This is an optimization exercise on Yosys and OpenROAD, whose aim is small area, not a production implementation. The RTL was checked by simulation tests, not by an equivalence proof against the original design. Power figures rest on the tool's default switching activity, not on a simulated workload.

## wb_regfile
module wb_regfile #(
  parameter int DATA_W = 32,
  parameter int ADDR_W = 5,
  parameter int DEPTH  = 32
) (
  input  logic              clk,
  input  logic              rst,
  input  logic [1:0]        wbIn,
  input  logic [DATA_W-1:0] readDataIn,
  input  logic [DATA_W-1:0] resultIn,
  input  logic [ADDR_W-1:0] registerRdIn,
  input  logic [ADDR_W-1:0] readReg1,
  input  logic [ADDR_W-1:0] readReg2,
  output logic [DATA_W-1:0] readData1,
  output logic [DATA_W-1:0] readData2,
  output logic [DATA_W-1:0] wbData,
  output logic              wbEnable,
  output logic [31:0]       writeCount
);
For scale: ~3800 cells after synthesis, ~1000 flip-flops, about 210 I/O pins, about 0.041 mm² of cells after synthesis.
Settings: LEC_CHECK=0, CAP_MARGIN=20, CELL_PAD_IN_SITES_DETAIL_PLACEMENT=1, CELL_PAD_IN_SITES_GLOBAL_PLACEMENT=1, CORE_MARGIN=2, CORE_UTILIZATION=40, SETUP_SLACK_MARGIN=0.3, SLEW_MARGIN=20, SYNTH_HIERARCHICAL=1; clock period 6.0 ns.
standard.sh (not shown) runs the stock make flow with config.mk's settings and CLKGATE_MAP_FILE= SYNTH_SCRIPT=/design/flow/synth_recipe.tcl, a recipe that flattens the netlist after the stock synthesis.
==> flow/flow/run.sh <==
#!/bin/bash
# Own layout flow: the standard flow (standard.sh), with two changes:
#  - port buffers are the small sky130_fd_sc_hd__buf_1 instead of the cell
#    buffer_ports picks by default (every port still gets its own buffer);
#  - clock tree synthesis does not add dummy loads.
# Synthesis is the standard synthesis, unchanged. Each step's full output is
# written to its own log file in this folder.
set -euo pipefail
cd "$(dirname "$0")/.."

export BUFFER_PORTS_ARGS="-buffer_cell sky130_fd_sc_hd__buf_1"
export CTS_ARGS="-sink_clustering_enable -repair_clock_nets -dont_use_dummy_load -sink_clustering_size 8 -sink_clustering_max_diameter 40 -buf_list {sky130_fd_sc_hd__clkbuf_4}"

bash standard.sh synth > synth.log 2>&1
bash standard.sh floorplan > floorplan.log 2>&1
bash standard.sh place > place.log 2>&1
bash standard.sh cts > cts.log 2>&1
bash standard.sh route > route.log 2>&1
bash standard.sh finish > finish.log 2>&1
Rerun with:
Settings changed: SETUP_SLACK_MARGIN 0.3 to 0.15.
Final area shrinks by 0.48%.
Wire length shrinks by 0.69%.
Combinational power is about the same.
Setup slack is worse by 0.037 ns.
Die area does not change.
Worst hold slack stays flat.
Global-route usage stays flat.

* * *

== fjord ==
Another version of the RTL of wb_regfile (not shown whole).
For scale: about 1000 flip-flops, ~210 I/O pins, roughly 41000 µm² of cells after synthesis.
==> flow/config.mk <==
export PLATFORM = sky130hd
export DESIGN_NAME = wb_regfile
export DESIGN_NICKNAME = wb_regfile
export VERILOG_FILES = /design/flow/design.v
export SDC_FILE = /design/flow/constraint.sdc
export NUM_CORES = 4
export LEC_CHECK = 0
export CAP_MARGIN = 20
export CELL_PAD_IN_SITES_DETAIL_PLACEMENT = 1
export CELL_PAD_IN_SITES_GLOBAL_PLACEMENT = 1
export CORE_MARGIN = 2
export CORE_UTILIZATION = 40
export SLEW_MARGIN = 20
export SYNTH_HIERARCHICAL = 1
==> flow/constraint.sdc <==
create_clock -name core_clock -period 6.0 [get_ports {clk}]
set_input_delay 1.2000 -clock core_clock [delete_from_list [all_inputs] [get_ports {clk}]]
set_output_delay 1.2000 -clock core_clock [all_outputs]
set_load 0.01 [all_outputs]
==> flow/flow/run.sh <==
#!/bin/bash
# Own layout flow: the standard flow (standard.sh), with two changes:
#  - port buffers are the small sky130_fd_sc_hd__buf_1 instead of the cell
#    buffer_ports picks by default (every port still gets its own buffer);
#  - clock tree synthesis does not add dummy loads.
# Synthesis is the standard synthesis, unchanged. Each step's full output is
# written to its own log file in this folder.
set -euo pipefail
cd "$(dirname "$0")/.."

export BUFFER_PORTS_ARGS="-buffer_cell sky130_fd_sc_hd__buf_1"
export CTS_ARGS="-sink_clustering_enable -repair_clock_nets -dont_use_dummy_load -sink_clustering_size 10 -sink_clustering_max_diameter 50 -buf_list {sky130_fd_sc_hd__clkbuf_4}"

bash standard.sh synth > synth.log 2>&1
bash standard.sh floorplan > floorplan.log 2>&1
bash standard.sh place > place.log 2>&1
bash standard.sh cts > cts.log 2>&1
bash standard.sh route > route.log 2>&1
bash standard.sh finish > finish.log 2>&1
### fjord -> tundra
- CELL_PAD_IN_SITES_DETAIL_PLACEMENT removed (was 1)
- CELL_PAD_IN_SITES_GLOBAL_PLACEMENT removed (was 1)
### Flow results
Final checks on tundra, whose flow otherwise completed, came back failing, citing setup timing.
Of tundra and fjord, the run reporting the lower worst path arrival time was fjord.
Taking fjord as the reference point, the design area of tundra falls by 0.32%.
Cell-internal power | tundra below fjord
Diff tundra and fjord: largest net degree at the start of global routing higher in fjord
Re share of the yosys chip area belonging to registers: no difference whatsoever between tundra and fjord.
On post-route worst hold slack, tundra and fjord are basically level.
Status: fraction of area in multi-input gates parity (fjord, tundra)
Number of antenna violations at the first check in global routing: tundra > fjord

-- port drivers added, routing unchanged --
How much do the figures lean on ideal ports? The routed layouts below were timed once more, with nothing changed but the port constraints.
Step 1: set_driving_cell puts a clkbuf_16 on clk and a buf_2 on each other input, an assumption about the parent block.
Step 2 adds t to the input delays and takes it off the output delays; t is the mean of the earliest and latest rising clock arrival at the registers after step 1. Input paths then give back, and output paths get back, about the clock's delay inside the block.
Slacks: no drivers / after step 1 / after step 2; pairs: no drivers / after step 1.
run	t (ns)	slack for setup (ns)	hold slack, ns	latest minus earliest clock arrival (ns)	worst slew at a driven data input, ns
the first run of note 1	1.157	0.169 / 0.122 / 0.122	0.472 / 0.472 / 0.472	0.149 / 0.149	0.05
the second run of note 1	1.151	0.132 / 0.107 / 0.107	0.474 / 0.474 / 0.474	0.145 / 0.145	0.04
fjord	1.157	0.093 / 0.064 / 0.064	0.474 / 0.474 / 0.474	0.120 / 0.120	0.04
tundra	1.077	-0.010 / -0.042 / -0.042	0.474 / 0.474 / 0.474	0.159 / 0.160	0.08
The setup slack of the first run of note 1, which loses most, moves by -0.047 ns with the drivers and by -0.047 ns with both steps.
